This design comes from an exercise in tuning for small area, a short achievable clock period and few clock cycles on the open sky130 flow, not from production work. Function was checked by simulation only, so behaviour that the tests miss may differ from the original. No activity file was given, so power comes from the tool's default toggle rates.

File: flow/run.sh
#!/bin/bash
# synth_recipe.tcl (not shown) runs the flow's synth.tcl, then flattens the netlist and writes it again
# the make line also repeats each setting of config.mk as NAME=value (left out here)
make -C /OpenROAD-flow-scripts/flow DESIGN_CONFIG=/design/flow/config.mk WORK_HOME=/design/flow/orfs CLKGATE_MAP_FILE= SYNTH_SCRIPT=/design/flow/synth_recipe.tcl finish
File: flow/config.mk
export PLATFORM = sky130hd
export DESIGN_NAME = subarray_sum_search
export DESIGN_NICKNAME = subarray_sum_search
export VERILOG_FILES = /design/flow/design.v
export SDC_FILE = /design/flow/constraint.sdc
export NUM_CORES = 4
export LEC_CHECK = 0
export CAP_MARGIN = 20
export CORE_MARGIN = 2
export CORE_UTILIZATION = 40
export PLACE_DENSITY = 0.6
export SLEW_MARGIN = 20
File: flow/constraint.sdc
create_clock -name core_clock -period 5.5 [get_ports {clk}]
set_input_delay 1.1000 -clock core_clock [delete_from_list [all_inputs] [get_ports {clk}]]
set_output_delay 1.1000 -clock core_clock [all_outputs]
set_load 0.01 [all_outputs]
File: flow/design.v
package ssum_pkg;
    localparam int DATA_W      = 32;
    localparam int MAX_LEN_DEF = 64;
    localparam int SUM_W       = DATA_W + $clog2(MAX_LEN_DEF);
endpackage
module ssum_ctrl #(
    parameter int MAX_LEN = ssum_pkg::MAX_LEN_DEF
) (
    input  logic                               clk,
    input  logic                               rst_n,
    input  logic                               start,
    input  logic [ssum_pkg::DATA_W-1:0]        item_value,
    input  logic                               item_last,
    input  logic                               slot_live,    
    output logic                               busy,
    output logic                               a_vld,
    output logic [ssum_pkg::DATA_W-1:0]        a_x,
    output logic                               a_last,
    output logic                               a_first,
    output logic                               a_kept,
    output logic                               a_ins,
    output logic                               a_tl
);
    localparam int RING  = MAX_LEN - 1;
    localparam int CNT_W = $clog2(MAX_LEN + 1);
    localparam int AGE_W = $clog2(RING + 1);
    logic [CNT_W-1:0] cnt_reg;     
    logic             ovf_reg;     
    logic [AGE_W-1:0] age_reg;     
    logic             take;
    logic             full;
    assign full = (cnt_reg == CNT_W'(MAX_LEN));
    assign busy = (cnt_reg != '0) && (cnt_reg < CNT_W'(RING)) &&
                  (age_reg == AGE_W'(RING)) && slot_live;
    assign take = start && !busy;
    always_ff @(posedge clk or negedge rst_n)
    begin
        if (!rst_n)
        begin
            cnt_reg <= '0;
            ovf_reg <= 1'b0;
            age_reg <= '0;
            a_vld   <= 1'b0;
        end
        else
        begin
            a_vld <= take;
            if (take && cnt_reg == '0)
            begin
                age_reg <= AGE_W'(1);
            end
            else if (age_reg != AGE_W'(RING))
            begin
                age_reg <= age_reg + AGE_W'(1);
            end
            if (take)
            begin
                if (item_last)
                begin
                    cnt_reg <= '0;
                    ovf_reg <= 1'b0;
                end
                else
                begin
                    if (!full)
                    begin
                        cnt_reg <= cnt_reg + CNT_W'(1);
                    end
                    ovf_reg <= ovf_reg || full;
                end
            end
        end
    end
    always_ff @(posedge clk)
    begin
        a_x     <= item_value;
        a_last  <= item_last;
        a_first <= (cnt_reg == '0);
        a_kept  <= !full;
        a_ins   <= (cnt_reg < CNT_W'(RING));
        a_tl    <= ovf_reg || full;
    end
endmodule
module ssum_dp #(
    parameter int MAX_LEN = ssum_pkg::MAX_LEN_DEF
) (
    input  logic                               clk,
    input  logic                               rst_n,
    input  logic                               cfg_we,
    input  logic [ssum_pkg::DATA_W-1:0]        cfg_data,
    input  logic                               a_vld,
    input  logic [ssum_pkg::DATA_W-1:0]        a_x,
    input  logic                               a_last,
    input  logic                               a_first,
    input  logic                               a_kept,
    input  logic                               a_ins,
    input  logic                               a_tl,
    output logic                               slot_live,
    output logic                               done,
    output logic                               found,
    output logic                               too_long
);
    localparam int DW   = ssum_pkg::DATA_W;
    localparam int SW   = ssum_pkg::SUM_W;
    localparam int RING = MAX_LEN - 1;
    logic [DW-1:0] target_reg;
    logic          b_vld;
    logic          b_last;
    logic          b_first;
    logic          b_kept;
    logic          b_ins;
    logic          b_tl;
    logic [SW-1:0] p_reg;
    logic [SW-1:0] v_reg;
    logic [SW-1:0] ring_reg  [RING];
    logic [RING-1:0] live_reg;
    logic          found_acc;
    logic [SW-1:0] x_ext;
    logic [SW-1:0] t_inv;
    logic          step;
    logic          ins;
    logic          clr;
    logic [RING-1:0] hit;
    logic          match;
    logic          found_new;
    assign x_ext = {{(SW-DW){a_x[DW-1]}}, a_x};
    assign t_inv = ~{{(SW-DW){target_reg[DW-1]}}, target_reg};
    assign step  = a_vld && a_kept;
    assign slot_live = live_reg[RING-3];
    always_ff @(posedge clk or negedge rst_n)
    begin
        if (!rst_n)
        begin
            target_reg <= '0;
            b_vld      <= 1'b0;
            found_acc  <= 1'b0;
            done       <= 1'b0;
        end
        else
        begin
            if (cfg_we)
            begin
                target_reg <= cfg_data;
            end
            b_vld <= a_vld;
            done  <= b_vld && b_last;
            if (b_vld)
            begin
                found_acc <= found_new;
            end
        end
    end
    always_ff @(posedge clk)
    begin
        b_last  <= a_last;
        b_first <= a_first;
        b_kept  <= a_kept;
        b_ins   <= a_ins && a_kept;
        b_tl    <= a_tl;
        if (step)
        begin
            p_reg <= (a_first ? '0 : p_reg) + x_ext;
            v_reg <= (a_first ? t_inv : v_reg) + x_ext + SW'(a_first);
        end
        found    <= found_new;
        too_long <= b_tl;
    end
    always_comb
    begin
        for (int k = 0; k < RING; k++)
        begin
            hit[k] = live_reg[k] && (ring_reg[k] == v_reg);
        end
        match     = b_kept && ((v_reg == '0) || (!b_first && (|hit)));
        found_new = (!b_first && found_acc) || match;
    end
    assign ins = b_vld && b_ins;
    assign clr = b_vld && b_first;
    always_ff @(posedge clk)
    begin
        ring_reg[0] <= ins ? p_reg : ring_reg[RING-1];
        live_reg[0] <= ins || (live_reg[RING-1] && !clr);
        for (int k = 1; k < RING; k++)
        begin
            ring_reg[k] <= ring_reg[k-1];
            live_reg[k] <= live_reg[k-1] && !clr;
        end
    end
endmodule
module subarray_sum_search #(
    parameter int MAX_LEN = ssum_pkg::MAX_LEN_DEF
) (
    input  logic                                clk,
    input  logic                                rst_n,
    input  logic                                start,
    output logic                                busy,
    input  logic signed [ssum_pkg::DATA_W-1:0]  item_value,
    input  logic                                item_last,
    input  logic                                cfg_we,
    input  logic signed [ssum_pkg::DATA_W-1:0]  cfg_data,
    output logic                                done,
    output logic                                result_found,
    output logic                                result_too_long
);
    logic                        slot_live;
    logic                        a_vld;
    logic [ssum_pkg::DATA_W-1:0] a_x;
    logic                        a_last;
    logic                        a_first;
    logic                        a_kept;
    logic                        a_ins;
    logic                        a_tl;
    ssum_ctrl #(
        .MAX_LEN (MAX_LEN)
    ) u_ctrl (
        .clk        (clk),
        .rst_n      (rst_n),
        .start      (start),
        .item_value (item_value),
        .item_last  (item_last),
        .slot_live  (slot_live),
        .busy       (busy),
        .a_vld      (a_vld),
        .a_x        (a_x),
        .a_last     (a_last),
        .a_first    (a_first),
        .a_kept     (a_kept),
        .a_ins      (a_ins),
        .a_tl       (a_tl)
    );
    ssum_dp #(
        .MAX_LEN (MAX_LEN)
    ) u_dp (
        .clk       (clk),
        .rst_n     (rst_n),
        .cfg_we    (cfg_we),
        .cfg_data  (cfg_data),
        .a_vld     (a_vld),
        .a_x       (a_x),
        .a_last    (a_last),
        .a_first   (a_first),
        .a_kept    (a_kept),
        .a_ins     (a_ins),
        .a_tl      (a_tl),
        .slot_live (slot_live),
        .done      (done),
        .found     (result_found),
        .too_long  (result_too_long)
    );
endmodule
==> summary.md <==
| Metric | Value |
|---|---|
| Synthesized Nets | `7177` |
| Maxcap violations | `0` |
| Cell count after synthesis | `7029` |
| Fin crit period | `4.52 ns` |
| Number of distinct library cells after synthesis | `72` |
| Slew Limit Fails | `0` |
| Top cells by count, synth | `2501 x dfxtp_1, 1884 x xor2_1, 536 x xnor2_1` |
| Pwr/cell area | `614 mW/mm²` |
| Post-route ant nets | `0` |
| Nets | `7389` |
| Clock sinks | `2627` |
| Layout area overhead | `15.8%` |
| CP arrival | `5.33 ns` |
| Die Span Y | `471 µm` |
| CP peak stage delay | `0.89 ns` |
| Skew-Pair Late Insertion Delay | `0.94 ns` |
| Final hold violation count | `0` |
| FFs w/ async S/R, synth | `1.90%` |
| Layout cell share with drive strength beyond 1 | `9.15%` |
| Post-CTS Repair Setup Buffers | `0` |
| GP Congestion | `0.894` |
| Initial antenna violation count | `18` |
| Crit path max fanout | `2` |
| CTS resizes | `0` |
| Final setup vio count | `0` |
| CP most frequent cell | `nor4_1` |
| Vias in the first global route | `54233` |
| CP top delay family | `simple AND/OR/NAND/NOR gates` |
| Largest net degree at the start of global routing | `77` |
| Die width | `471 µm` |
| Area after DPL | `0.0918 mm²` |
| Worst setup margin | `0.981 ns` |
| HP Class | `reg2reg` |
| DR pass1 iterations | `8` |
| Mapped cell area | `0.0871 mm²` |
| TritonCTS Buffers | `282` |
| Port Buf Inserts | `72` |
| Overflow after GRT | `0` |
| Worst setup EP type | `register` |
| Unrepaired setup endpoints after global routing | `no` |
| CTS tree | `yes` |
| Max IR drop VDD | `0.399 mV` |
| Crit path required time | `6.31 ns` |
| Final instance area | `0.101 mm²` |
| Ys flop type | `dfxtp_1` |
| Row count | `171` |
| Max stage delay cell, worst path | `xor2_1` |
| Number of flip-flops in the largest register | `2394` |
| DRC | `0` |
| Sum Neg Setup Slack | `0 ns` |
| Clk_skew | `0.0514 ns` |
| Wirelength per Cell | `27.7 µm` |
| Via count | `52975` |
| First-pass GRT wire length | `401000 µm` |
| Post-synth EDFFs | `76` |
| Critical path cell sequence | `xor2_1 -> nor4_1 -> nand4_1 -> nor4_1 -> nor4b_2 -> buf_4 -> nor4_1 -> nand4_1 -> nor4_1 -> o32ai_1 -> a22o_1` |
| Initial DRC Count | `5204` |
| Sequential area share after synthesis | `61.6%` |
| DR vias/cell | `5.15` |
| CP startpoint kind | `register` |
| Detail Placement HPWL | `197000 µm` |
| Reg clk slew, reported paths | `0.06 ns` |
| Core Region | `0.217 mm²` |
| Synth Register Bits | `2627` |
| Fmax | `221 MHz` |
| Max-slew headroom | `21.5%` |
| Total GRT Usage | `25.0%` |
| Root Buffer | `clkbuf_16` |
| CTS max path bufs | `4` |
| Full die area | `0.221 mm²` |
| Setup WS pre-CTS | `1.11 ns` |
| Drt total wl | `285000 µm` |
| Cell taking the most area after synthesis | `dfxtp_1` |
| Worst slew pin tran | `1.17 ns` |
| Synth top area share | `57.5%` |
| LEAKAGE | `41.2 nW` |
| Hold Buf Count CTS | `0` |
| Top-count cell post-synth | `dfxtp_1` |
| Synthesized area per cell | `12.4 µm²` |
| Dominant cells by area after synthesis | `dfxtp_1 57%, xor2_1 19%, xnor2_1 5.4%, nor4_1 3.7%, edfxtp_1 2.6%` |
| Total power draw | `0.0618 W` |
| End-of-flow core utilization | `46.5%` |
| Yosys Warn Count | `3` |
| Initial Utilization | `40.2%` |
| Period utilization | `82.2%` |
| CP Class | `reg2reg` |
| Ports | `73` |
| H-tree levels | `5` |
| CP bufs+invs | `1` |
| Status | `timing/DRC/antenna clean` |
metrics by stage:
stage	hold slack, ns	instances
3_3_place_gp	0.311	9805
2_1_floorplan	0.310	7029
5_1_grt	0.329	10287
4_1_cts	0.328	10285
6_report	0.325	10289
3_5_place_dp	0.314	9810
worst register-to-register path, cell delays in order, from the launching register on:
cell	delay, ns
dfxtp_1	0.70
xor2_1	0.91
nor4_1	0.15
nand4_1	0.21
nor4_1	0.06
nor4b_2	0.19
buf_4	0.18
nor4_1	0.67
nand4_1	0.17
nor4_1	0.69
o32ai_1	0.23
a22o_1	0.24
final cells by class:
class | instances | area, µm²
antenna | 3 | 7.51
clock buffer | 405 | 8250
clock inverter | 70 | 719
fill | 19365 | 116000
inverter | 69 | 259
multi-input combinational | 4029 | 31900
sequential | 2627 | 53600
tap | 2854 | 3570
timing repair buffer | 232 | 2470
path summary, 6_finish.rpt:
path                                               start                         endpoint  slack (ns)  cells after the start
setup / recovery           u_dp.ring_reg[15][11]$_DFF_P_       u_dp.found_acc$_DFFE_PN0P_        0.98                     11
setup reg to reg           u_dp.ring_reg[15][11]$_DFF_P_       u_dp.found_acc$_DFFE_PN0P_        0.98                     11
max in group asynchronous                          rst_n  u_dp.target_reg[31]$_DFFE_PN0P_        4.60                      2
hold reg to reg                        u_dp.b_tl$_DFF_P_            u_dp.too_long$_DFF_P_        0.33                      0
min in group asynchronous                          rst_n       u_dp.found_acc$_DFFE_PN0P_        0.37                      2
hold / removal                         u_dp.b_tl$_DFF_P_            u_dp.too_long$_DFF_P_        0.33                      0
layout by cell type, fill, tap and decap left out, types with 7 or more instances in the layout:
cell type | synthesis | final
a211oi_1 | 10 | 10
edfxtp_1 | 76 | 76
a21o_1 | 32 | 32
and3_1 | 11 | 11
xnor2_1 | 536 | 536
nand2_1 | 35 | 33
inv_1 | 68 | 68
bufinv_16 | 0 | 13
a21oi_1 | 99 | 99
mux2_2 | 70 | 70
and2_1 | 67 | 66
nor2_1 | 83 | 83
a31oi_1 | 10 | 10
ha_1 | 76 | 76
nor3_1 | 79 | 79
a221oi_1 | 7 | 7
buf_4 | 0 | 115
nor2b_1 | 45 | 45
clkdlybuf4s50_1 | 0 | 71
buf_12 | 0 | 43
nand3_1 | 25 | 25
nor4_1 | 514 | 502
o21a_1 | 8 | 8
nand2b_1 | 11 | 11
dfxtp_1 | 2501 | 2500
nor4_2 | 0 | 12
clkbuf_16 | 0 | 290
dfrtp_1 | 50 | 50
xor2_1 | 1884 | 1884
o22ai_1 | 11 | 11
clkbuf_1 | 61 | 59
clkinv_2 | 0 | 43
nand4_1 | 268 | 268
o21ai_0 | 49 | 49
o21bai_1 | 18 | 18
clkbuf_8 | 0 | 56
per-layer routing:
| metal | GRT usage (%) | share of wire [%] | up-vias |
|---|---|---|---|
| met2 | 37.4 | 43 | 2159 |
| met5 | 0 | 0.0095 | - |
| met4 | 7.98 | 3.0 | 4 |
| met1 | 36.2 | 47 | 26496 |
| li1 | - | - | 23897 |
| met3 | 4.67 | 7.5 | 419 |
where the power goes:
group	total [W]	switching [W]	internal, W
clock	0.0186	0.00757	0.0110
sequential	0.0249	0.00283	0.0220
combinational	0.0184	0.0117	0.00672
total	0.0618	0.0221	0.0397
kinds of logic after synthesis:
group                      synth area share [%]
DFF                                        61.6
xor gates and xnor gates                   24.3
and+or+nand+nor                            7.82
buffers and inverters                      1.89
AOI/OAI and AO/OA                          2.30
adders and majority gates                  1.16
muxes                                     0.928
Testbench counts, summed over its fixed seeds: cycles 22,699.

-- port drivers added, routing unchanged --
In the flow no input, the clock included, has a driving cell. The finished layout below was timed again as built, in two steps.
Step 1, drivers: a clkbuf_16 drives clk and a buf_2 each remaining input, both assumed.
Step 2 moves the port delays by t, midway between the first and last clock arrival at a register: inputs arrive t later, outputs are due t later. That takes back most of the time a late clock gives input paths.
Three values: ideal, step 1, step 2; two values: the first two.
shift t [ns]: 1.000
setup WS [ns]: 0.981 / 0.981 / 0.981
hold WS [ns]: 0.325 / 0.303 / 0.325
worst setup path after step 2: register to register
pins driven straight from the clock port: 1
After both steps setup and hold are still met in this run. The setup slack of this run moves by 0.000 ns with the drivers and by 0.000 ns with both steps.
